Source: an optimization exercise on an open RTL-to-GDS flow (aim: small area). Production flows keep margins and buffers that such runs may drop.
Only simulation tests tie the RTL to the original design; equivalence was not proved.
Power is estimated from default activity; no workload was simulated.

==> design/flow/flow/run.sh <==
#!/bin/bash
# Own layout flow: the standard ORFS flow (standard.sh), with
#  - port buffers of the smallest buffer cell instead of buffer_ports' default pick,
#  - a clock tree of larger sink clusters and no dummy loads.
# Every step's full output goes to orfs/logs (ORFS) and to standard.log here.
set -euo pipefail
export BUFFER_PORTS_ARGS="-buffer_cell sky130_fd_sc_hd__buf_1"
export CTS_ARGS="-sink_clustering_enable -repair_clock_nets -dont_use_dummy_load -buf_list sky130_fd_sc_hd__clkbuf_16 -sink_clustering_size 24 -sink_clustering_max_diameter 80"
bash standard.sh > standard.log 2>&1
==> design/flow/design.v <==
module reg_bank_rw #(
  parameter int                 DATA_W   = 32,
  parameter logic [DATA_W-1:0]  SP_RESET = DATA_W'(227),
  parameter logic [DATA_W-1:0]  RA_RESET = DATA_W'(0)
) (
  input  logic              clk,
  input  logic              reset,
  input  logic              RegWrite,
  input  logic [4:0]        WriteReg,
  input  logic [DATA_W-1:0] WriteData,
  input  logic [4:0]        ReadReg1,
  input  logic [4:0]        ReadReg2,
  input  logic              LoadAB,
  output logic [DATA_W-1:0] ReadData1,
  output logic [DATA_W-1:0] ReadData2,
  output logic [DATA_W-1:0] A_out,
  output logic [DATA_W-1:0] B_out,
  output logic              UninitRead
);
  localparam logic [31:0] TRACKED = 32'h5FFF_FFFE;
  logic [31:1][DATA_W-1:0] regs_r;
  logic [31:1][DATA_W-1:0] regs_n;
  logic [31:1]             unwr_r;      
  logic [31:1]             unwr_n;
  logic [DATA_W-1:0]       a_r, a_n;
  logic [DATA_W-1:0]       b_r, b_n;
  logic                    uninit_r;
  logic                    uninit_n;
  logic [31:1]             wr_s;        
  logic [31:1]             hold_s;      
  logic [31:1]             sel1_s;      
  logic [31:1]             sel2_s;
  logic                    byp1_s;      
  logic                    byp2_s;
  logic                    ld_s;        
  logic                    keep_s;      
  logic                    un1_s;       
  logic                    un2_s;
  rb_wdec u_wdec (.reset(reset), .RegWrite(RegWrite), .WriteReg(WriteReg),
                  .wr(wr_s), .hold(hold_s));
  rb_rdec u_rdec1 (.RegWrite(RegWrite), .WriteReg(WriteReg), .ReadReg(ReadReg1),
                   .sel(sel1_s), .byp(byp1_s));
  rb_rdec u_rdec2 (.RegWrite(RegWrite), .WriteReg(WriteReg), .ReadReg(ReadReg2),
                   .sel(sel2_s), .byp(byp2_s));
  rb_lddec u_lddec (.reset(reset), .LoadAB(LoadAB), .ld(ld_s), .keep(keep_s));
  for (genvar i = 1; i < 32; i++) begin : g_word
    for (genvar j = 0; j < DATA_W; j++) begin : g_bit
      localparam logic RV = (i == 29) ? SP_RESET[j] : ((i == 31) ? RA_RESET[j] : 1'b0);
      if (RV) begin : g_one
        rb_a221o u_n (.a1(wr_s[i]), .a2(WriteData[j]), .b1(hold_s[i]), .b2(regs_r[i][j]),
                      .c1(reset), .x(regs_n[i][j]));
      end else begin : g_z
        rb_a22o u_n (.a1(wr_s[i]), .a2(WriteData[j]), .b1(hold_s[i]), .b2(regs_r[i][j]),
                     .x(regs_n[i][j]));
      end
    end
    if (TRACKED[i]) begin : g_trk
      rb_a21o u_un (.a1(hold_s[i]), .a2(unwr_r[i]), .b1(reset), .x(unwr_n[i]));
    end else begin : g_const
      assign unwr_n[i] = 1'b0;
    end
  end
  rb_rport u_rp1 (.sel(sel1_s), .byp(byp1_s), .wd(WriteData), .q(regs_r), .rd(ReadData1));
  rb_rport u_rp2 (.sel(sel2_s), .byp(byp2_s), .wd(WriteData), .q(regs_r), .rd(ReadData2));
  rb_unsel u_un1 (.sel(sel1_s), .unwr(unwr_r), .un(un1_s));
  rb_unsel u_un2 (.sel(sel2_s), .unwr(unwr_r), .un(un2_s));
  for (genvar j = 0; j < DATA_W; j++) begin : g_ab
    rb_a22o u_a (.a1(ld_s), .a2(ReadData1[j]), .b1(keep_s), .b2(a_r[j]), .x(a_n[j]));
    rb_a22o u_b (.a1(ld_s), .a2(ReadData2[j]), .b1(keep_s), .b2(b_r[j]), .x(b_n[j]));
  end
  rb_flag u_flag (.reset(reset), .ld(ld_s), .un1(un1_s), .un2(un2_s), .q(uninit_r),
                  .d(uninit_n));
  always_ff @(posedge clk) begin
    regs_r   <= regs_n;
    a_r      <= a_n;
    b_r      <= b_n;
    uninit_r <= uninit_n;
  end
  for (genvar i = 1; i < 32; i++) begin : g_unwr
    if (TRACKED[i]) begin : g_ff
      always_ff @(posedge clk) unwr_r[i] <= unwr_n[i];
    end else begin : g_c
      assign unwr_r[i] = 1'b0;
    end
  end
  assign A_out      = a_r;
  assign B_out      = b_r;
  assign UninitRead = uninit_r;
endmodule
module rb_wdec (
  input  logic        reset,
  input  logic        RegWrite,
  input  logic [4:0]  WriteReg,
  output logic [31:1] wr,
  output logic [31:1] hold
);
  logic [3:0] lo;     
  logic [7:0] hi;     
  logic [3:0] lor;    
  logic [7:0] hir;    
  rb_wpre u_pre (.reset(reset), .en(RegWrite), .idx(WriteReg), .lo(lo), .hi(hi),
                 .lor(lor), .hir(hir));
  for (genvar i = 1; i < 32; i++) begin : g_i
    rb_and2  u_w (.a(lo[i % 4]), .b(hi[i / 4]), .x(wr[i]));
    rb_nand2 u_h (.a(lor[i % 4]), .b(hir[i / 4]), .y(hold[i]));
  end
endmodule
module rb_wpre (
  input  logic       reset,
  input  logic       en,
  input  logic [4:0] idx,
  output logic [3:0] lo,
  output logic [7:0] hi,
  output logic [3:0] lor,
  output logic [7:0] hir
);
  always_comb begin
    for (int k = 0; k < 4; k++) begin
      lo[k]  = (idx[1:0] == 2'(k));
      lor[k] = (idx[1:0] == 2'(k)) || reset;
    end
    for (int k = 0; k < 8; k++) begin
      hi[k]  = en && !reset && (idx[4:2] == 3'(k));
      hir[k] = (en && (idx[4:2] == 3'(k))) || reset;
    end
  end
endmodule
module rb_rdec (
  input  logic        RegWrite,
  input  logic [4:0]  WriteReg,
  input  logic [4:0]  ReadReg,
  output logic [31:1] sel,
  output logic        byp
);
  logic [3:0] lo;
  logic [7:0] hi;
  rb_byp u_byp (.RegWrite(RegWrite), .WriteReg(WriteReg), .ReadReg(ReadReg), .byp(byp));
  rb_rpre u_pre (.byp(byp), .idx(ReadReg), .lo(lo), .hi(hi));
  for (genvar i = 1; i < 32; i++) begin : g_i
    rb_and2 u_s (.a(lo[i % 4]), .b(hi[i / 4]), .x(sel[i]));
  end
endmodule
module rb_rpre (
  input  logic       byp,
  input  logic [4:0] idx,
  output logic [3:0] lo,
  output logic [7:0] hi
);
  always_comb begin
    for (int k = 0; k < 4; k++) lo[k] = (idx[1:0] == 2'(k));
    for (int k = 0; k < 8; k++) hi[k] = !byp && (idx[4:2] == 3'(k));
  end
endmodule
module rb_byp (
  input  logic       RegWrite,
  input  logic [4:0] WriteReg,
  input  logic [4:0] ReadReg,
  output logic       byp
);
  assign byp = RegWrite && (WriteReg != 5'd0) && (WriteReg == ReadReg);
endmodule
module rb_lddec (
  input  logic reset,
  input  logic LoadAB,
  output logic ld,
  output logic keep
);
  assign ld   = LoadAB && !reset;
  assign keep = !LoadAB && !reset;
endmodule
module rb_flag (
  input  logic reset,
  input  logic ld,
  input  logic un1,
  input  logic un2,
  input  logic q,
  output logic d
);
  assign d = !reset && (q || (ld && (un1 || un2)));
endmodule
module rb_rport (
  input  logic [31:1]       sel,
  input  logic              byp,
  input  logic [31:0]       wd,
  input  logic [31:1][31:0] q,
  output logic [31:0]       rd
);
  for (genvar j = 0; j < 32; j++) begin : g_bit
    logic [9:0] g;
    logic [2:0] n;
    logic       c;
    for (genvar k = 0; k < 10; k++) begin : g_k
      rb_a222oi u_g (.a1(sel[3*k+1]), .a2(q[3*k+1][j]), .b1(sel[3*k+2]), .b2(q[3*k+2][j]),
                     .c1(sel[3*k+3]), .c2(q[3*k+3][j]), .y(g[k]));
    end
    rb_nand4 u_n0 (.a(g[0]), .b(g[1]), .c(g[2]), .d(g[3]), .y(n[0]));
    rb_nand4 u_n1 (.a(g[4]), .b(g[5]), .c(g[6]), .d(g[7]), .y(n[1]));
    rb_nand2 u_n2 (.a(g[8]), .b(g[9]), .y(n[2]));
    rb_or3   u_c  (.a(n[0]), .b(n[1]), .c(n[2]), .x(c));
    rb_a221o u_o  (.a1(sel[31]), .a2(q[31][j]), .b1(byp), .b2(wd[j]), .c1(c), .x(rd[j]));
  end
endmodule
module rb_unsel (
  input  logic [31:1] sel,
  input  logic [31:1] unwr,
  output logic        un
);
  logic [8:0] g;
  logic [1:0] n;
  for (genvar k = 0; k < 9; k++) begin : g_k
    rb_a222oi u_g (.a1(sel[3*k+1]), .a2(unwr[3*k+1]), .b1(sel[3*k+2]), .b2(unwr[3*k+2]),
                   .c1(sel[3*k+3]), .c2(unwr[3*k+3]), .y(g[k]));
  end
  rb_nand4 u_n0 (.a(g[0]), .b(g[1]), .c(g[2]), .d(g[3]), .y(n[0]));
  rb_nand4 u_n1 (.a(g[4]), .b(g[5]), .c(g[6]), .d(g[7]), .y(n[1]));
  rb_untail u_t (.n0(n[0]), .n1(n[1]), .g8(g[8]), .s28(sel[28]), .u28(unwr[28]),
                 .s30(sel[30]), .u30(unwr[30]), .un(un));
endmodule
module rb_untail (
  input  logic n0, n1, g8, s28, u28, s30, u30,
  output logic un
);
  assign un = n0 | n1 | !g8 | (s28 & u28) | (s30 & u30);
endmodule
module rb_a22o (input logic a1, a2, b1, b2, output logic x);
  assign x = (a1 & a2) | (b1 & b2);
endmodule
module rb_a221o (input logic a1, a2, b1, b2, c1, output logic x);
  assign x = (a1 & a2) | (b1 & b2) | c1;
endmodule
module rb_a21o (input logic a1, a2, b1, output logic x);
  assign x = (a1 & a2) | b1;
endmodule
module rb_a222oi (input logic a1, a2, b1, b2, c1, c2, output logic y);
  assign y = !((a1 & a2) | (b1 & b2) | (c1 & c2));
endmodule
module rb_nand4 (input logic a, b, c, d, output logic y);
  assign y = !(a & b & c & d);
endmodule
module rb_nand2 (input logic a, b, output logic y);
  assign y = !(a & b);
endmodule
module rb_and2 (input logic a, b, output logic x);
  assign x = a & b;
endmodule
module rb_or3 (input logic a, b, c, output logic x);
  assign x = a | b | c;
endmodule
==> design/flow/standard.sh <==
#!/bin/bash
# synth_recipe.tcl (not shown) runs the flow's synth.tcl, then flattens the netlist and writes it again
# the make line also repeats each setting of config.mk as NAME=value (left out here)
make -C /OpenROAD-flow-scripts/flow DESIGN_CONFIG=/design/flow/config.mk WORK_HOME=/design/flow/orfs CLKGATE_MAP_FILE= SYNTH_SCRIPT=/design/flow/synth_recipe.tcl "${@:-finish}"
==> design/flow/config.mk <==
export PLATFORM = sky130hd
export DESIGN_NAME = reg_bank_rw
export DESIGN_NICKNAME = reg_bank_rw
export VERILOG_FILES = /design/flow/design.v
export SDC_FILE = /design/flow/constraint.sdc
export NUM_CORES = 4
export LEC_CHECK = 0
export CAP_MARGIN = 20
export CORE_MARGIN = 2
export CORE_UTILIZATION = 50
export SLEW_MARGIN = 20
export SYNTH_HIERARCHICAL = 1
==> design/flow/constraint.sdc <==
create_clock -name core_clock -period 8.0 [get_ports {clk}]
set_input_delay 1.6000 -clock core_clock [delete_from_list [all_inputs] [get_ports {clk}]]
set_output_delay 1.6000 -clock core_clock [all_outputs]
set_load 0.01 [all_outputs]
==> impl_results.md, run 1 <==
* Peak supply drop at 0.000203 V
* CTS root buf: clkbuf_16
* Vias per cell at 8.54
* Total CTS buffers at 54
* Tightest Pin Transition at 1.26 ns
* Starting DRT DRC Count at 9346
* Post-Syn Area per Cell at 12.2 µm²
* Relative slew margins at 15.7%
* Final wirelength at 193000 µm
* Slew Limit Fails at 0
* Final net count at 3825
* Design area at 0.0460 mm²
* Vias in the first global route at 39100
* Die Span Y at 291 µm
* Hold WC Path Type: register to register
* Crit-path max FO at 16
* # IOs at 180
* Leak pwr at 17.0 nW
* FMAX at 132 MHz
* Final period util at 94.9%
* Max-Cap Viols at 0
* Post-DP HPWL at 111000 µm
* CTS HTree Levels at 2
* Die area at 0.0848 mm²
* Wire per inst at 39.6 µm
* Antenna-violating nets left at 0
* Power density over cell area at 200 mW/mm²
* Largest net degree at the start of global routing at 66
* Synthesized area at 0.0413 mm²
* DRC viols at 0
* Area post-placement at 0.0446 mm²
* Worst r2r path cells at 5
* Via count at 41500
* Post-Syn Instances at 3369
* Port-buffer cells at 179
* Gp weighted congestion at 0.937
* CTS clk-pin slew, worst paths at 0.09 ns
* Hold Crit Depth at 2
* Buffer count from post-CTS setup fixing at 0
* Post-Syn Nets at 3420
* Fin crit period at 7.59 ns
* Core area at 0.0818 mm²
* Chip width at 291 µm
* Share of cells above drive strength 1 at 7.05%
* Critical Path RT at 6.40 ns
* Final Hold Fails at 0
* RSZ-0062 raised after global routing: no
* Initial Utilization at 50.4%
* Clk Latency, worst-skew pair at 0.68 ns
* Gr ovfl total at 0
* Status: complete, no violations
* Worst-case clock buffer depth at 3
* # rows at 105
* Post-CTS resize count at 0
* Setup CP Type: input pin to primary output
* Setup TNS at 0 ns
* Tot GR Track Use at 42.9%
* Layout Area Growth over Synthesis at 11.5%
* Clock Sinks at 1086
* Post-CTS Hold Fix Bufs at 0
* First-pass GRT wire length at 273000 µm
* Initial antenna violation count at 19
* Syn. warnings at 11
* Final setup vio count at 0
* Final setup skew at 0.0449 ns
* CP Capture Type: primary output
* Critical Path AT at 5.99 ns
* 1st-pass router iterations at 13
* Critical Path Start Type: input pin
* CTS tree: done
==> through the flow <==
step	instances	worst slack [ns]	power (mW)	hold slack, ns	utilization, %
floorplan	3369	1.80	5.90	0.446	-
global placement	4786	0.678	6.28	0.450	54.5
detailed placement	4786	0.725	6.30	0.450	54.5
CTS	4840	0.762	9.15	0.470	56.1
global route	4849	0.370	9.40	0.491	56.2
finish	4867	0.406	9.20	0.470	56.2
==> final timing paths <==
path                from            to  slack (ns)
max          WriteReg[3]  ReadData1[9]        0.41
min             uninit_r      uninit_r        0.47
max reg2reg  regs_r[500]       a_r[20]        5.45
min reg2reg     uninit_r      uninit_r        0.47
==> area by class of cell <==
class | count | area (µm²)
fillers | 6889 | 35800
flip-flops and latches | 1086 | 21700
multi-input cells | 2277 | 19500
repair buffers | 352 | 2010
clock buffers | 54 | 1350
well taps | 1070 | 1340
diodes | 25 | 62.6
inverters | 3 | 11.3
==> sequential cells by signal, indices dropped and copies added (netlist names) <==
name      flops
regs_r      992
a_r          32
b_r          32
unwr_r       29
uninit_r      1
==> layer usage <==
metal  wire length, µm  global-route usage (%)
met2             79700                    62.4
met4             15200                    29.2
met3             28300                    12.2
met1             69700                    55.2
met5                92                    1.02
==> placed cells by master (no fill, tap or decap), drive strengths merged, types with 8 or more instances in the layout <==
cell       n
a21o      30
a221o     69
a222oi   658
a22o    1051
and2      96
buf      335
clkbuf    71
dfxtp   1086
diode     25
nand2     99
nand4    132
nor2      13
nor2b      8
or3       64
==> where the power goes <==
group / leakage, nW / switching (mW) / internal (mW)
registers: 8.77 / 0.0635 / 5.48
clock network: 0.666 / 1.77 / 1.20
logic: 7.59 / 0.535 / 0.139
==> worst max-delay path, cell delays in order <==
cell	delay [ns]
buf_1	0.47
xor2_1	0.14
nor3_1	0.26
and4_2	0.54
and4bb_2	0.30
and2_1	0.48
buf_4	0.37
a222oi_1	0.37
nand4_1	0.42
or3_1	0.48
a221o_1	0.37
buf_1	0.17
==> run 2, diff against run 1 <==
==> design/flow/flow/run.sh (replaced) <==
#!/bin/bash
# Own layout flow: the standard ORFS flow (standard.sh), with
#  - port buffers of the smallest buffer cell instead of buffer_ports' default pick,
#  - high-fanout select drivers upsized before global placement (flow/upsize.tcl),
#  - a clock tree of larger sink clusters and no dummy loads.
# Every step's full output goes to orfs/logs (ORFS) and to standard.log here.
set -euo pipefail
export BUFFER_PORTS_ARGS="-buffer_cell sky130_fd_sc_hd__buf_1"
export PRE_GLOBAL_PLACE_TCL="$(pwd)/flow/upsize.tcl"
export CTS_ARGS="-sink_clustering_enable -repair_clock_nets -dont_use_dummy_load -buf_list sky130_fd_sc_hd__clkbuf_16 -sink_clustering_size 24 -sink_clustering_max_diameter 80"
bash standard.sh > standard.log 2>&1
==> design/flow/flow/upsize.tcl (new file) <==
# Before global placement: give each single-drive-strength gate that drives more than 20 pins
# (the register-bank word selects and write/hold strobes) its double-strength version, so
# repair_design does not need to buffer those nets.
set upsize_map {
  sky130_fd_sc_hd__and2_1  sky130_fd_sc_hd__and2_2
  sky130_fd_sc_hd__nand2_1 sky130_fd_sc_hd__nand2_2
  sky130_fd_sc_hd__nor2_1  sky130_fd_sc_hd__nor2_2
}
set upsized 0
foreach inst [[ord::get_db_block] getInsts] {
  set master [[$inst getMaster] getName]
  if { ![dict exists $upsize_map $master] } { continue }
  foreach iterm [$inst getITerms] {
    if { ![$iterm isOutputSignal] } { continue }
    set net [$iterm getNet]
    if { $net == "NULL" } { continue }
    if { [llength [$net getITerms]] > 21 } {
      replace_cell [get_cells [$inst getName]] [dict get $upsize_map $master]
      incr upsized
    }
  }
}
puts "upsize.tcl: upsized $upsized high-fanout drivers"
==> run 2 against run 1 <==
Net effect:
- utilization shrank 0.80 points
- design area shrank 1.4%
- still clean
- routed wire length shrank 0.39%
- combinational power shrank 3.4%
- critical path depth is the same
- sequential power is essentially flat
==> impl_results.md, run 2 <==
* Status: complete, no violations
* Share of cells above drive strength 1 at 7.49% (+0.44 points)
* Clock power frac at 32.3% (about the same)
* Setup TNS at 0 ns (unchanged)
* Critical Path AT at 6.01 ns (+0.02 ns)
* Final net count at 3712 (-3.0%)
* Gr ovfl total at 0 (unchanged)
* CP bufs+invs at 3 (unchanged)
* RSZ-0062 raised after global routing: no
* Fin crit period at 7.61 ns (+0.0120 ns)
* Tot GR Track Use at 42.9% (-0.049 points)
* Sw Ratio at 25.8% (+0.033 points)
* Final Hold Fails at 0 (unchanged)
* Critical Path Start Type: input pin
* CTS HTree Levels at 2 (unchanged)
* Final wirelength at 192000 µm (-0.39%)
* Post-CTS resize count at 0 (unchanged)
* Worst-case clock buffer depth at 3 (unchanged)
* CP most frequent cell: buf_1
* Max stage delay cell, worst path: and4_2
* Most frequent cells in the layout: 1086 x dfxtp_1, 1051 x a22o_1, 658 x a222oi_1, 161 x buf_1, 132 x nand4_1
* Post-CTS Hold Fix Bufs at 0 (unchanged)
* Area post-placement at 0.0440 mm² (-1.3%)
* Post-Syn Nets at 3420 (unchanged)
* Hold WC Path Type: register to register
* Sw power at 2.37 mW (-0.33%)
* Port-buffer cells at 179 (unchanged)
* Design area at 0.0454 mm² (-1.4%)
* Final setup vio count at 0 (unchanged)
* Biggest regs: regs_r x992, a_r x32, b_r x32
* DRC viols at 0 (unchanged)
* Chip width at 291 µm (unchanged)
* Post-Syn Instances at 3369 (unchanged)
* Slew Limit Fails at 0 (unchanged)
* Largest Register: regs_r
* Peak supply drop at 0.000189 V (-7.2%)
* Die area at 0.0848 mm² (unchanged)
* Starting DRT DRC Count at 9924 (+6.2%)
* Synthesized area at 0.0413 mm² (unchanged)
* Final period util at 95.1% (+0.15 points)
* Initial Utilization at 50.4% (unchanged)
* Leak pwr at 16.5 nW (-3.0%)
* Fillers at 6950 (+0.89%)
* CTS tree: done
* Clock Sinks at 1086 (unchanged)
* Setup CP Type: input pin to primary output
* Final setup skew at 0.0441 ns (-0.000734 ns)
* Post-Syn Area per Cell at 12.2 µm² (unchanged)
* Wire per inst at 40.5 µm (+2.2%)
* Antenna-violating nets left at 0 (unchanged)
* Post-DP HPWL at 109000 µm (-1.8%)
* Largest net degree at the start of global routing at 66 (unchanged)
* Critical Path, Cell by Cell: buf_1 > xor2_1 > nor3_1 > and4_2 > and4bb_2 > and2_2 > buf_12 > a222oi_1 > nand4_1 > or3_1 > a221o_1 > buf_1
* Int Power at 6.79 mW (-0.50%)
* Worst path top cell family by delay: simple AND/OR/NAND/NOR gates
* Most common cell after layout, fill and taps aside: dfxtp_1
* Vias in the first global route at 38300 (-2.1%)
* # rows at 105 (unchanged)
* Register share of total power at 60.6% (+0.3 points)
* Tightest Pin Transition at 1.26 ns (-0.00482 ns)
* # IOs at 180 (unchanged)
* Part of the power in combinational logic at 7.1% (-0.2 points)
* Via count at 41000 (-1.3%)
* Power density over cell area at 202 mW/mm² (+0.98%)
* CTS clk-pin slew, worst paths at 0.10 ns (about the same)
* Max-Cap Viols at 0 (unchanged)
* Crit-path max FO at 19 (+3)
* Core area at 0.0818 mm² (unchanged)
* Total CTS buffers at 53 (-1.9%)
* CP Capture Type: primary output
* Largest register FFs at 992 (unchanged)
* Buffer count from post-CTS setup fixing at 0 (unchanged)
* CP peak stage delay at 0.63 ns (+0.09 ns)
* Gp weighted congestion at 0.926 (-1.2%)
* 1st-pass router iterations at 14 (+1)
* Die Span Y at 291 µm (unchanged)
* Relative slew margins at 16.0% (+0.32 points)
* Clk Latency, worst-skew pair at 0.69 ns (about the same)
* FMAX at 131 MHz (-0.16%)
* CTS root buf: clkbuf_16
* Pre-CTS WS at 0.747 ns (+0.0218 ns)
* Critical Path RT at 6.40 ns (about the same)
* Initial antenna violation count at 16 (-3)
* Final WS setup at 0.394 ns (-0.0120 ns)
* Vias per cell at 8.65 (+1.3%)
* First-pass GRT wire length at 273000 µm (+0.25%)
* Layout Area Growth over Synthesis at 9.95%
* Syn. warnings at 11 (unchanged)
-- run 2: changes by cell type in the layout (fill, tap and decap cells not counted), sizes merged --
cell   previous run  this run
buf             335       222
diode            25        13
-- run 2: layout make-up --
| type | instances | area (µm²) | share of cell area (%) |
|---|---|---|---|
| Inverter | 3 | 11.3 | 0.0248 |
| Multi-Input combinational cell | 2277 | 19700 | 43.4 |
| Sequential cell | 1086 | 21700 | 47.9 |
| Clock buffer | 53 | 1330 | 2.92 |
| Antenna cell | 13 | 32.5 | 0.0717 |
| Timing Repair Buffer | 240 | 1210 | 2.68 |
| Tap cell | 1070 | 1340 | 2.95 |
-- run 2: power groups by stage --
| stage | sequential (mW) | clock [mW] | combinational [mW] |
|---|---|---|---|
| 5_1_grt | 5.56 | 3.15 | 0.652 |
| 3_5_place_dp | 5.67 | 0 | 0.611 |
| 3_3_place_gp | 5.66 | 0 | 0.600 |
| 2_1_floorplan | 5.65 | 0 | 0.249 |
| 6_report | 5.55 | 2.96 | 0.651 |
| 4_1_cts | 5.54 | 2.96 | 0.613 |
-- run 2: path summary, 6_finish.rpt --
check | from | cells after the start | slack [ns] | endpoint
max | WriteReg[3] | 12 | 0.39 | ReadData1[15]
min reg2reg | uninit_r | 2 | 0.47 | uninit_r
max reg2reg | regs_r[314] | 6 | 5.45 | b_r[26]
min | uninit_r | 2 | 0.47 | uninit_r
-- run 2: worst register-to-register path: stages (launching register included) --
cell and delay, ns:
dfxtp_1 0.42, a222oi_1 0.48, buf_4 0.20, nand4_1 0.32
or3_1 0.52, a221o_1 0.33, a22o_1 0.22
-- run 2: stage by stage --
stage               util (%)  cells  power (mW)  hold slack (ns)
floorplan                  -   3369        5.90            0.446
global placement        53.7   4675        6.26            0.449
detailed placement      53.7   4675        6.28            0.442
CTS                     55.3   4728        9.11            0.461
global route            55.4   4736        9.36            0.484
finish                  55.4   4742        9.15            0.470
-- run 2: layer usage --
metal	global-route usage [%]	wire, µm
met5	0.227	70
met4	27.1	15000
met3	13.5	29300
met2	62.1	79100
met1	55.4	68800
==> run 3, diff against run 2 <==
--- a/design/flow/config.mk
+++ b/design/flow/config.mk
@@ -9,4 +9,5 @@
 export CORE_MARGIN = 2
 export CORE_UTILIZATION = 50
+export GPL_TIMING_DRIVEN = 0
 export SLEW_MARGIN = 20
 export SYNTH_HIERARCHICAL = 1
==> run 3 against run 2 <==
Net effect:
- final cell count shrank 0.93%
- power shrank 0.16%
- worst setup slack got worse by 0.29 ns
- clock power barely moved
- largest cell class unchanged
==> impl_results.md, run 3 <==
* FF-to-FF Start: regs_r[11]
* Syn. warnings at 11 (unchanged)
* Gp weighted congestion at 0.923 (-0.33%)
* Die area at 0.0848 mm² (unchanged)
* Initial antenna violation count at 15 (-1)
* Status: complete, no violations
* Clk Latency, worst-skew pair at 0.68 ns (about the same)
* FMAX at 127 MHz (-3.7%)
* Power density over cell area at 203 mW/mm² (+0.54%)
* CTS root buf: clkbuf_16
* CTS tree: done
* Post-DP HPWL at 103000 µm (-6.1%)
* Slew Limit Fails at 0 (unchanged)
* Placed cell count at 4625 (-1.1%)
* CP Capture Type: primary output
* Worst Hold End: uninit_r
* CTS HTree Levels at 2 (unchanged)
* Initial Utilization at 50.4% (unchanged)
* CTS clk-pin slew, worst paths at 0.08 ns (-0.02 ns)
* Buffer count from post-CTS setup fixing at 0 (unchanged)
* Final period util at 98.7% (+3.6 points)
* Final setup vio count at 0 (unchanged)
* Core area at 0.0818 mm² (unchanged)
* DRC viols at 0 (unchanged)
* Post-Syn Nets at 3420 (unchanged)
* Antenna-violating nets left at 0 (unchanged)
* Final Non-Filler Cells at 4698 (-0.93%)
* Power, Total at 9.14 mW (-0.16%)
* Vias per cell at 8.64 (about the same)
* Biggest regs: regs_r x992, a_r x32, b_r x32
* Critical Path RT at 6.40 ns (about the same)
* Largest register FFs at 992 (unchanged)
* Crit-path max FO at 33 (+14)
* Post-CTS Hold Fix Bufs at 0 (unchanged)
* Post-Syn Area per Cell at 12.2 µm² (unchanged)
* Final wirelength at 191000 µm (-0.85%)
* Layout Area Growth over Synthesis at 9.18%
* Total CTS buffers at 53 (unchanged)
* Tightest Pin Transition at 1.31 ns (+0.0490 ns)
* Worst-case clock buffer depth at 3 (unchanged)
* Flop2flop setup slack at 5.52 ns (+0.07 ns)
* Hold WC Path Type: register to register
* Critical Path Start Type: input pin
* Leak pwr at 16.3 nW (-1.3%)
* Wire per inst at 40.6 µm (about the same)
* Clock Sinks at 1086 (unchanged)
* Peak supply drop at 0.000158 V (-16%)
* # rows at 105 (unchanged)
* Area post-placement at 0.0437 mm² (-0.71%)
* First-pass GRT wire length at 268000 µm (-1.8%)
* Chip width at 291 µm (unchanged)
* Final core area utilization at 55.0% (-0.39 points)
* Starting DRT DRC Count at 9520 (-4.1%)
* Share of cells above drive strength 1 at 6.57% (-0.92 points)
* 1st-pass router iterations at 14 (unchanged)
* Most common cell after layout, fill and taps aside: dfxtp_1
* Tot GR Track Use at 42.3% (-0.61 points)
* Largest net degree at the start of global routing at 34 (-48%)
* RSZ-0062 raised after global routing: no
* Most frequent cells in the layout: 1086 x dfxtp_1, 1051 x a22o_1, 658 x a222oi_1, 146 x buf_1, 132 x nand4_1
* Largest Register: regs_r
* Via count at 40600 (-1.0%)
* # IOs at 180 (unchanged)
* Post-CTS resize count at 0 (unchanged)
* Final net count at 3661 (-1.4%)
* Hold Crit Depth at 2 (unchanged)
* Gr ovfl total at 0 (unchanged)
* Final setup skew at 0.0640 ns (+0.0199 ns)
* Min Hold Slack at 0.457 ns (-0.0130 ns)
* Synthesized area at 0.0413 mm² (unchanged)
* Die Span Y at 291 µm (unchanged)
* Post-Syn Instances at 3369 (unchanged)
* R2r endpoint: a_r[11]
* Port-buffer cells at 179 (unchanged)
* Critical Path AT at 6.30 ns (+0.29 ns)
* Fin crit period at 7.90 ns (+0.289 ns)
* Hold Crit Start: uninit_r
* Worst r2r path cells at 5 (-1)
* Final Hold Fails at 0 (unchanged)
* Max-Cap Viols at 0 (unchanged)
* Design area at 0.0450 mm² (-0.70%)
* Setup CP Type: input pin to primary output
* Relative slew margins at 12.7% (-3.3 points)
* Vias in the first global route at 38700 (+1.1%)
## run 3: area by class of cell
| class | instances | area (µm²) |
|---|---|---|
| multi-input combinational | 2277 | 19700 |
| timing repair buffer | 186 | 868 |
| tap | 1070 | 1340 |
| sequential | 1086 | 21700 |
| buffer | 3 | 13.8 |
| antenna | 20 | 50.0 |
| inverter | 3 | 11.3 |
| fill | 6877 | 36800 |
| clock buffer | 53 | 1330 |
## run 3: through the flow
| stage | setup TNS [ns] | setup slack, ns |
|---|---|---|
| after global routing | 0 | 0.132 |
| after CTS | 0 | 0.584 |
| after detailed placement | 0 | 0.608 |
| final | 0 | 0.105 |
| after global placement | -8.73 | -0.286 |
| after floorplan | 0 | 1.80 |
## run 3: worst max path at each step
| stage | from | cells past startpoint | end | slack, ns |
|---|---|---|---|---|
| detailed placement | ReadReg1[2] | 11 | ReadData1[23] | 0.61 |
| global route | ReadReg1[3] | 11 | ReadData1[11] | 0.13 |
| finish | ReadReg1[2] | 11 | ReadData1[11] | 0.10 |
| CTS | ReadReg2[3] | 11 | ReadData2[29] | 0.58 |
| global placement | ReadReg1[3] | 11 | ReadData1[29] | -0.29 |
| floorplan | ReadReg1[3] | 9 | ReadData1[0] | 1.80 |
## run 3: power breakdown
| group | switching, mW | internal (mW) |
|---|---|---|
| logic | 0.528 | 0.118 |
| clock network | 1.77 | 1.18 |
| registers | 0.0623 | 5.48 |
## run 3: worst max-delay path, cell delays in order
cell	delay, ns
buf_1	0.38
xor2_1	0.14
nor3_1	0.19
and4_2	0.83
and4bb_2	0.39
and2_2	0.59
a222oi_1	0.50
nand4_1	0.55
or3_1	0.55
a221o_1	0.38
buf_1	0.17
## run 3: layer usage
metal | global-route usage (%) | wire [µm] | up-vias | share of wire (%)
met5 | 0.737 | 60 | - | 0.031
met4 | 30.4 | 16000 | 10 | 8.4
met3 | 12.2 | 27700 | 874 | 15
met2 | 61.6 | 78300 | 3763 | 41
met1 | 53.5 | 68500 | 19900 | 36
li1 | - | - | 16100 | -
==> run 4, diff against run 3 <==
--- a/design/flow/design.v
+++ b/design/flow/design.v
@@ -187,7 +187,6 @@
 );
   for (genvar j = 0; j < 32; j++) begin : g_bit
-    logic [9:0] g;
-    logic [2:0] n;
-    logic       c;
+    logic [10:0] g;
+    logic [2:0]  n;
     for (genvar k = 0; k < 10; k++) begin : g_k
       rb_a222oi u_g (.a1(sel[3*k+1]), .a2(q[3*k+1][j]), .b1(sel[3*k+2]), .b2(q[3*k+2][j]),
@@ -196,7 +195,7 @@
     rb_nand4 u_n0 (.a(g[0]), .b(g[1]), .c(g[2]), .d(g[3]), .y(n[0]));
     rb_nand4 u_n1 (.a(g[4]), .b(g[5]), .c(g[6]), .d(g[7]), .y(n[1]));
-    rb_nand2 u_n2 (.a(g[8]), .b(g[9]), .y(n[2]));
-    rb_or3   u_c  (.a(n[0]), .b(n[1]), .c(n[2]), .x(c));
-    rb_a221o u_o  (.a1(sel[31]), .a2(q[31][j]), .b1(byp), .b2(wd[j]), .c1(c), .x(rd[j]));
+    rb_a22oi u_g10 (.a1(sel[31]), .a2(q[31][j]), .b1(byp), .b2(wd[j]), .y(g[10]));
+    rb_nand3 u_n2 (.a(g[8]), .b(g[9]), .c(g[10]), .y(n[2]));
+    rb_or3   u_o  (.a(n[0]), .b(n[1]), .c(n[2]), .x(rd[j]));
   end
 endmodule
@@ -235,4 +234,10 @@
   assign y = !((a1 & a2) | (b1 & b2) | (c1 & c2));
 endmodule
+module rb_a22oi (input logic a1, a2, b1, b2, output logic y);
+  assign y = !((a1 & a2) | (b1 & b2));
+endmodule
+module rb_nand3 (input logic a, b, c, output logic y);
+  assign y = !(a & b & c);
+endmodule
 module rb_nand4 (input logic a, b, c, d, output logic y);
   assign y = !(a & b & c & d);
--- a/design/flow/flow/run.sh
+++ b/design/flow/flow/run.sh
@@ -2,5 +2,5 @@
 # Own layout flow: the standard ORFS flow (standard.sh), with
 #  - port buffers of the smallest buffer cell instead of buffer_ports' default pick,
-#  - high-fanout select drivers upsized before global placement (flow/upsize.tcl),
+#  - gates resized to their loads before global placement (flow/upsize.tcl),
 #  - a clock tree of larger sink clusters and no dummy loads.
 # Every step's full output goes to orfs/logs (ORFS) and to standard.log here.
==> design/flow/flow/upsize.tcl (replaced) <==
# Before global placement, resize gates from synthesis to suit their loads:
#  - each single-drive-strength gate that drives more than 20 pins (the register-bank word
#    selects and write/hold strobes) gets its double-strength version, so repair_design does
#    not need to buffer those nets;
#  - the double-strength AND-OR-INVERT gates that abc picks for lightly loaded read-port
#    gates go back to single strength (repair_design resizes any that turn out too weak).
set upsize_map {
  sky130_fd_sc_hd__and2_1  sky130_fd_sc_hd__and2_2
  sky130_fd_sc_hd__nand2_1 sky130_fd_sc_hd__nand2_2
  sky130_fd_sc_hd__nor2_1  sky130_fd_sc_hd__nor2_2
}
set downsize_map {
  sky130_fd_sc_hd__a22oi_2 sky130_fd_sc_hd__a22oi_1
}
set upsized 0
set downsized 0
foreach inst [[ord::get_db_block] getInsts] {
  set master [[$inst getMaster] getName]
  if { [dict exists $downsize_map $master] } {
    replace_cell [get_cells [$inst getName]] [dict get $downsize_map $master]
    incr downsized
    continue
  }
  if { ![dict exists $upsize_map $master] } { continue }
  foreach iterm [$inst getITerms] {
    if { ![$iterm isOutputSignal] } { continue }
    set net [$iterm getNet]
    if { $net == "NULL" } { continue }
    if { [llength [$net getITerms]] > 21 } {
      replace_cell [get_cells [$inst getName]] [dict get $upsize_map $master]
      incr upsized
    }
  }
}
puts "upsize.tcl: upsized $upsized high-fanout drivers, downsized $downsized gates"
==> run 4 against run 3 <==
Net effect:
- still clean on timing, DRC and antenna
- flip-flop and latch count is the same
- via count grew 0.25%
- hold slack gained 0.0048 ns
- first-iteration DRC count grew 0.47%
- maximum frequency grew 3.3%
- largest power group unchanged
==> impl_results.md, run 4 <==
* Final core area utilization at 54.8% (-0.28 points)
* CTS root buf: clkbuf_16
* Largest Register: regs_r
* Gp weighted congestion at 0.926 (+0.31%)
* # rows at 105 (unchanged)
* Sw Ratio at 25.8% (-0.034 points)
* Peak supply drop at 0.000192 V (+21%)
* Critical Path, Cell by Cell: buf_1 > xor2_1 > nor3_1 > and4_2 > nor4b_1 > and2_2 > a222oi_1 > nand4_1 > or3_1 > buf_1
* Share of cells above drive strength 1 at 6.62% (+0.052 points)
* Final setup vio count at 0 (unchanged)
* Synthesized area at 0.0415 mm² (+0.58%)
* CTS tree: done
* Critical Path Start Type: input pin
* Post-Syn Nets at 3420 (unchanged)
* Status: complete, no violations
* Part of the power in combinational logic at 7.1% (about the same)
* Port-buffer cells at 179 (unchanged)
* Initial Utilization at 50.5% (+0.13 points)
* Syn. warnings at 11 (unchanged)
* Largest net degree at the start of global routing at 34 (unchanged)
* Tot GR Track Use at 42.6% (+0.32 points)
* Tightest Pin Transition at 1.36 ns (+0.0550 ns)
* Critical Path AT at 6.04 ns (-0.26 ns)
* Worst-case clock buffer depth at 3 (unchanged)
* Setup CP Type: input pin to primary output
* Register share of total power at 60.9% (+0.2 points)
* Wire per inst at 41.2 µm (+1.5%)
* Vias in the first global route at 39000 (+0.86%)
* Met3 wire len at 29300 µm (+5.7%)
* Layout Area Growth over Synthesis at 8.35%
* FMAX at 131 MHz (+3.3%)
* Critical Path RT at 6.40 ns (about the same)
* Final wirelength at 193000 µm (+1.2%)
* Final WS setup at 0.356 ns (+0.251 ns)
* Largest register FFs at 992 (unchanged)
* Worst path top cell family by delay: simple AND/OR/NAND/NOR gates
* Starting DRT DRC Count at 9565 (+0.47%)
* Relative slew margins at 9.07% (-3.7 points)
* CTS HTree Levels at 2 (unchanged)
* Top sig layer: met5
* Total CTS buffers at 52 (-1.9%)
* CP most frequent cell: buf_1
* Sw power at 2.35 mW (-0.48%)
* Hold WC Path Type: register to register
* Int Power at 6.76 mW (-0.30%)
* Clock Sinks at 1086 (unchanged)
* Final Hold Fails at 0 (unchanged)
* Final net count at 3663 (+0.055%)
* Register area at 0.0217 mm² (unchanged)
* Leak pwr at 16.1 nW (-1.5%)
* Via count at 40700 (+0.25%)
* Power density over cell area at 203 mW/mm² (-0.17%)
* RSZ-0062 raised after global routing: no
* Pre-CTS WS at 0.902 ns (+0.294 ns)
* Clock power frac at 32.0% (-0.3 points)
* Buffer count from post-CTS setup fixing at 0 (unchanged)
* Post-Syn Area per Cell at 12.3 µm² (+0.58%)
* Most common cell after layout, fill and taps aside: dfxtp_1
* Post-CTS Hold Fix Bufs at 0 (unchanged)
* CTS clk-pin slew, worst paths at 0.07 ns (about the same)
* Gr ovfl total at 0 (unchanged)
* Chip width at 292 µm (+0.29%)
* Final period util at 95.6% (-3.1 points)
* Power, Total at 9.11 mW (-0.35%)
* Met2 routed WL at 80900 µm (+3.3%)
* Vias per cell at 8.69 (+0.51%)
* Fillers at 6933 (+0.81%)
* Multi-input gate area in the final layout at 0.0196 mm² (-0.34%)
* Post-CTS resize count at 0 (unchanged)
* First-pass GRT wire length at 270000 µm (+0.73%)
* Initial antenna violation count at 12 (-3)
* Die Span Y at 292 µm (+0.29%)
* CP bufs+invs at 2 (unchanged)
* Core area at 0.0821 mm² (+0.32%)
* Clk Latency, worst-skew pair at 0.65 ns (-0.03 ns)
* Antenna-violating nets left at 0 (unchanged)
* Die area at 0.0853 mm² (+0.57%)
* Routed met1 length at 67400 µm (-1.6%)
* # IOs at 180 (unchanged)
* Max-Cap Viols at 0 (unchanged)
* Post-Syn Instances at 3369 (unchanged)
* 1st-pass router iterations at 14 (unchanged)
* Post-DP HPWL at 105000 µm (+2.5%)
* CP peak stage delay at 1.13 ns (+0.30 ns)
* Most frequent cells in the layout: 1086 x dfxtp_1, 1051 x a22o_1, 658 x a222oi_1, 146 x buf_1, 132 x nand4_1
* Biggest regs: regs_r x992, a_r x32, b_r x32
* DRC viols at 0 (unchanged)
* Slew Limit Fails at 0 (unchanged)
* Fin crit period at 7.64 ns (-0.251 ns)
* Max stage delay cell, worst path: and2_2
* Final setup skew at 0.0406 ns (-0.0235 ns)
* Crit-path max FO at 33 (unchanged)
* Flop2flop setup slack at 5.68 ns (+0.16 ns)
* CP Capture Type: primary output
-- run 4: through the flow --
stage	std cells	setup TNS, ns	hold WS, ns	cell area [µm²]
2_1_floorplan	3369	0	0.446	41500
3_3_place_gp	4618	-0.0784	0.447	43400
3_5_place_dp	4625	0	0.452	43600
4_1_cts	4677	0	0.470	44900
5_1_grt	4682	0	0.488	44900
6_report	4686	0	0.462	45000
-- run 4: final timing paths --
| path | start | endpoint | cells past startpoint |
|---|---|---|---|
| max | WriteReg[1] | ReadData2[24] | 10 |
| min reg2reg | uninit_r | uninit_r | 2 |
| min | uninit_r | uninit_r | 2 |
| max reg2reg | regs_r[118] | b_r[22] | 4 |
-- run 4: power groups by stage --
| stage | Combinational [mW] | Sequential (mW) | Clock, mW |
|---|---|---|---|
| 2_1_floorplan | 0.249 | 5.65 | 0 |
| 3_3_place_gp | 0.581 | 5.66 | 0 |
| 3_5_place_dp | 0.603 | 5.66 | 0 |
| 4_1_cts | 0.604 | 5.54 | 2.92 |
| 5_1_grt | 0.646 | 5.55 | 3.09 |
| 6_report | 0.647 | 5.54 | 2.92 |
-- run 4: layout make-up --
| class | count | share of cell area [%] |
|---|---|---|
| antenna | 6 | 0.0334 |
| buffer | 3 | 0.0306 |
| clock buffer | 52 | 2.89 |
| inverter | 3 | 0.0250 |
| multi-input combinational | 2277 | 43.6 |
| sequential | 1086 | 48.4 |
| tap | 1070 | 2.98 |
| timing repair buffer | 189 | 2.03 |
-- run 4: worst reg2reg max path, stage by stage, from the launching register on --
cell and delay [ns]:
dfxtp_1 0.34, a222oi_1 0.48, nand4_1 0.56, or3_1 0.60
a22o_1 0.24
-- run 4: per-layer routing --
layer | vias up | track usage, %
li1 | 16100 | -
met1 | 20100 | 52.7
met2 | 3760 | 62.4
met3 | 806 | 14.4
met4 | 10 | 29.7
met5 | - | 0.0567
==> run 5, diff against run 4 <==
--- a/design/flow/flow/run.sh
+++ b/design/flow/flow/run.sh
@@ -8,4 +8,4 @@
 export BUFFER_PORTS_ARGS="-buffer_cell sky130_fd_sc_hd__buf_1"
 export PRE_GLOBAL_PLACE_TCL="$(pwd)/flow/upsize.tcl"
-export CTS_ARGS="-sink_clustering_enable -repair_clock_nets -dont_use_dummy_load -buf_list sky130_fd_sc_hd__clkbuf_16 -sink_clustering_size 24 -sink_clustering_max_diameter 80"
+export CTS_ARGS="-sink_clustering_enable -repair_clock_nets -dont_use_dummy_load -buf_list sky130_fd_sc_hd__clkbuf_8 -sink_clustering_size 16 -sink_clustering_max_diameter 60"
 bash standard.sh > standard.log 2>&1
==> run 5 against run 4 <==
Net effect:
- clock skew grew 0.015 ns
- non-clock buffer count fell by 1
- clock power decreased by 5%
- routed wire length increased by 0.22%
- final cell count is 0.85% higher
- critical endpoint is now ReadData1[0]
- synthesized cell count stayed put
- sequential power hardly changed
- critical path type unchanged
- hold slack got worse by 0.0035 ns
- flip-flop and latch count is the same
==> impl_results.md, run 5 <==
* DRC viols at 0 (unchanged)
* Register area at 0.0217 mm² (unchanged)
* Final wirelength at 193000 µm (+0.22%)
* Critical Path Start Type: input pin
* Final net count at 3697 (+0.93%)
* # IOs at 180 (unchanged)
* Most frequent cells in the layout: 1086 x dfxtp_1, 1051 x a22o_1, 658 x a222oi_1, 146 x buf_1, 132 x nand4_1
* Peak supply drop at 0.000126 V (-34%)
* CTS tree: done
* CTS root buf: clkbuf_8
* Status: complete, no violations
* Synthesized area at 0.0415 mm² (unchanged)
* Min Hold Slack at 0.459 ns (-0.00353 ns)
* Largest net degree at the start of global routing at 34 (unchanged)
* CP startpoint: WriteReg[0]
* R2r endpoint: b_r[22]
* # rows at 105 (unchanged)
* Final core area utilization at 54.6% (-0.13 points)
* Total CTS buffers at 87 (+67%)
* CP peak stage delay at 1.12 ns (about the same)
* Initial Utilization at 50.5% (unchanged)
* Starting DRT DRC Count at 9291 (-2.9%)
* Relative slew margins at 11.4% (+2.4 points)
* CTS HTree Levels at 3 (+1)
* First-pass GRT wire length at 271000 µm (+0.30%)
* Tot GR Track Use at 42.9% (+0.26 points)
* Final Hold Fails at 0 (unchanged)
* Vias per cell at 8.67 (-0.15%)
* CP most frequent cell: buf_1
* Final setup skew at 0.0559 ns (+0.0153 ns)
* Largest register FFs at 992 (unchanged)
* Fillers at 6977 (+0.63%)
* Max stage delay cell, worst path: and2_2
* Layout Area Growth over Synthesis at 8.09%
* Post-Syn Nets at 3420 (unchanged)
* Core area at 0.0821 mm² (unchanged)
* Slew Limit Fails at 0 (unchanged)
* Fin crit period at 7.44 ns (-0.202 ns)
* Largest Register: regs_r
* FMAX at 134 MHz (+2.7%)
* FF-to-FF Start: regs_r[118]
* Chip width at 292 µm (unchanged)
* Critical Path AT at 5.84 ns (-0.20 ns)
* Post-DP HPWL at 105000 µm (unchanged)
* Final setup vio count at 0 (unchanged)
* CP Capture Type: primary output
* Die area at 0.0853 mm² (unchanged)
* Clock Sinks at 1086 (unchanged)
* Tightest Pin Transition at 1.33 ns (-0.0353 ns)
* Multi-input gate area in the final layout at 0.0196 mm² (unchanged)
* Port-buffer cells at 179 (unchanged)
* Leak pwr at 16.0 nW (-0.16%)
* Antenna-violating nets left at 0 (unchanged)
* Wire per inst at 40.9 µm (-0.63%)
* 1st-pass router iterations at 13 (-1)
* Vias in the first global route at 39300 (+0.67%)
* Clk Latency, worst-skew pair at 0.79 ns (+0.14 ns)
* Flop2flop setup slack at 5.68 ns (about the same)
* Critical path endpoint: ReadData1[0]
* Post-Syn Area per Cell at 12.3 µm² (unchanged)
* Hold WC Path Type: register to register
* Worst r2r path cells at 4 (unchanged)
* Share of cells above drive strength 1 at 7.49% (+0.87 points)
* Critical Path RT at 6.40 ns (about the same)
* RSZ-0062 raised after global routing: no
* Post-CTS Hold Fix Bufs at 0 (unchanged)
* Die Span Y at 292 µm (unchanged)
* Final period util at 93.0% (-2.5 points)
* Biggest regs: regs_r x992, a_r x32, b_r x32
* CTS clk-pin slew, worst paths at 0.04 ns (-0.03 ns)
* Crit-path max FO at 33 (unchanged)
* Post-CTS resize count at 0 (unchanged)
* Worst-case clock buffer depth at 3 (unchanged)
* Critical Path, Cell by Cell: buf_1 > nor4_2 > o21ai_1 > and4_2 > nor4b_1 > and2_2 > a222oi_1 > nand4_1 > or3_1 > buf_1
* Via count at 41000 (+0.70%)
* Setup CP Type: input pin to primary output
* Buffer count from post-CTS setup fixing at 0 (unchanged)
* Initial antenna violation count at 15 (+3)
* Max-Cap Viols at 0 (unchanged)
* Post-Syn Instances at 3369 (unchanged)
* Gp weighted congestion at 0.926 (unchanged)
* Gr ovfl total at 0 (unchanged)
* Power density over cell area at 200 mW/mm² (-1.3%)
* Syn. warnings at 11 (unchanged)
* Most common cell after layout, fill and taps aside: dfxtp_1
==> run 5: area by class of cell <==
cell class	instances	share of cell area, %
diodes	12	0.0670
plain buffers	3	0.0307
clock buffers	87	2.67
inverters	3	0.0251
multi-input cells	2277	43.8
flip-flops and latches	1086	48.5
well taps	1070	2.99
repair buffers	188	1.99
==> run 5: metrics by stage <==
stage	power, mW	cells	worst slack (ns)	instance area (µm²)	TNS (ns)
2_1_floorplan	5.90	3369	1.54	41500	0
3_5_place_dp	6.27	4625	0.902	43600	0
5_1_grt	9.15	4718	0.658	44800	0
6_report	8.97	4726	0.557	44800	0
4_1_cts	8.91	4712	0.876	44800	0
3_3_place_gp	6.24	4618	-0.0263	43400	-0.0784
==> run 5: critical path, delay by kind of cell <==
family | cells | cell delay, ns
buffers and inverters | 2 | 0.39
AND/OR/NAND/NOR | 6 | 3.38
AO/OA/AOI/OAI | 2 | 0.44
==> run 5: layer usage <==
metal,wire (µm),global-route usage (%)
met5,69,0.0567
met4,16200,30.4
met3,28400,15.0
met2,80600,62.5
met1,68100,52.7
==> run 5: worst min-delay path by stage <==
stage / start / end / slack [ns] / depth (start not counted)
after global routing: b_r[15] / b_r[15] / 0.49 / 1
after floorplan: unwr_r[0] / unwr_r[0] / 0.45 / 1
after CTS: uninit_r / uninit_r / 0.46 / 2
after detailed placement: b_r[15] / b_r[15] / 0.45 / 1
final: uninit_r / uninit_r / 0.46 / 2
after global placement: uninit_r / uninit_r / 0.45 / 2
==> run 5: report_power, final <==
part	internal [mW]	switching, mW
Clock	0.972	1.81
Sequential	5.48	0.0625
Combinational	0.116	0.530
Total	6.57	2.40

[what the ideal ports hide]
No port has a modelled driver above. Below, the same layouts with a new extraction and two added sets of constraints. Step 1 (the two cells are an assumption about what drives the block):
set clk [get_ports {clk}]
set_driving_cell -lib_cell sky130_fd_sc_hd__clkbuf_16 $clk
set_driving_cell -lib_cell sky130_fd_sc_hd__buf_2 [delete_from_list [all_inputs] $clk]
Step 2 moves the port delays by t, midway between the first and last clock arrival at a register: inputs arrive t later, outputs are due t later. That takes back most of the time a late clock gives input paths. a / b / c = ideal / step 1 / step 2; a / b = the first two.
run | t (ns) | setup slack, ns | hold WS [ns]
run 1 | 0.725 | 0.406 / 0.260 / 0.260 | 0.470 / 0.470 / 0.470
run 2 | 0.734 | 0.394 / 0.237 / 0.237 | 0.470 / 0.470 / 0.470
run 3 | 0.717 | 0.105 / -0.005 / -0.005 | 0.457 / 0.457 / 0.457
run 4 | 0.711 | 0.356 / 0.229 / 0.229 | 0.462 / 0.462 / 0.462
run 5 | 0.835 | 0.557 / 0.467 / 0.467 | 0.459 / 0.459 / 0.459
Met with ideal ports but missed after step 2: setup timing in run 3. For run 2, which loses most, drivers alone change the setup slack by -0.157 ns; drivers and shift together by -0.157 ns.
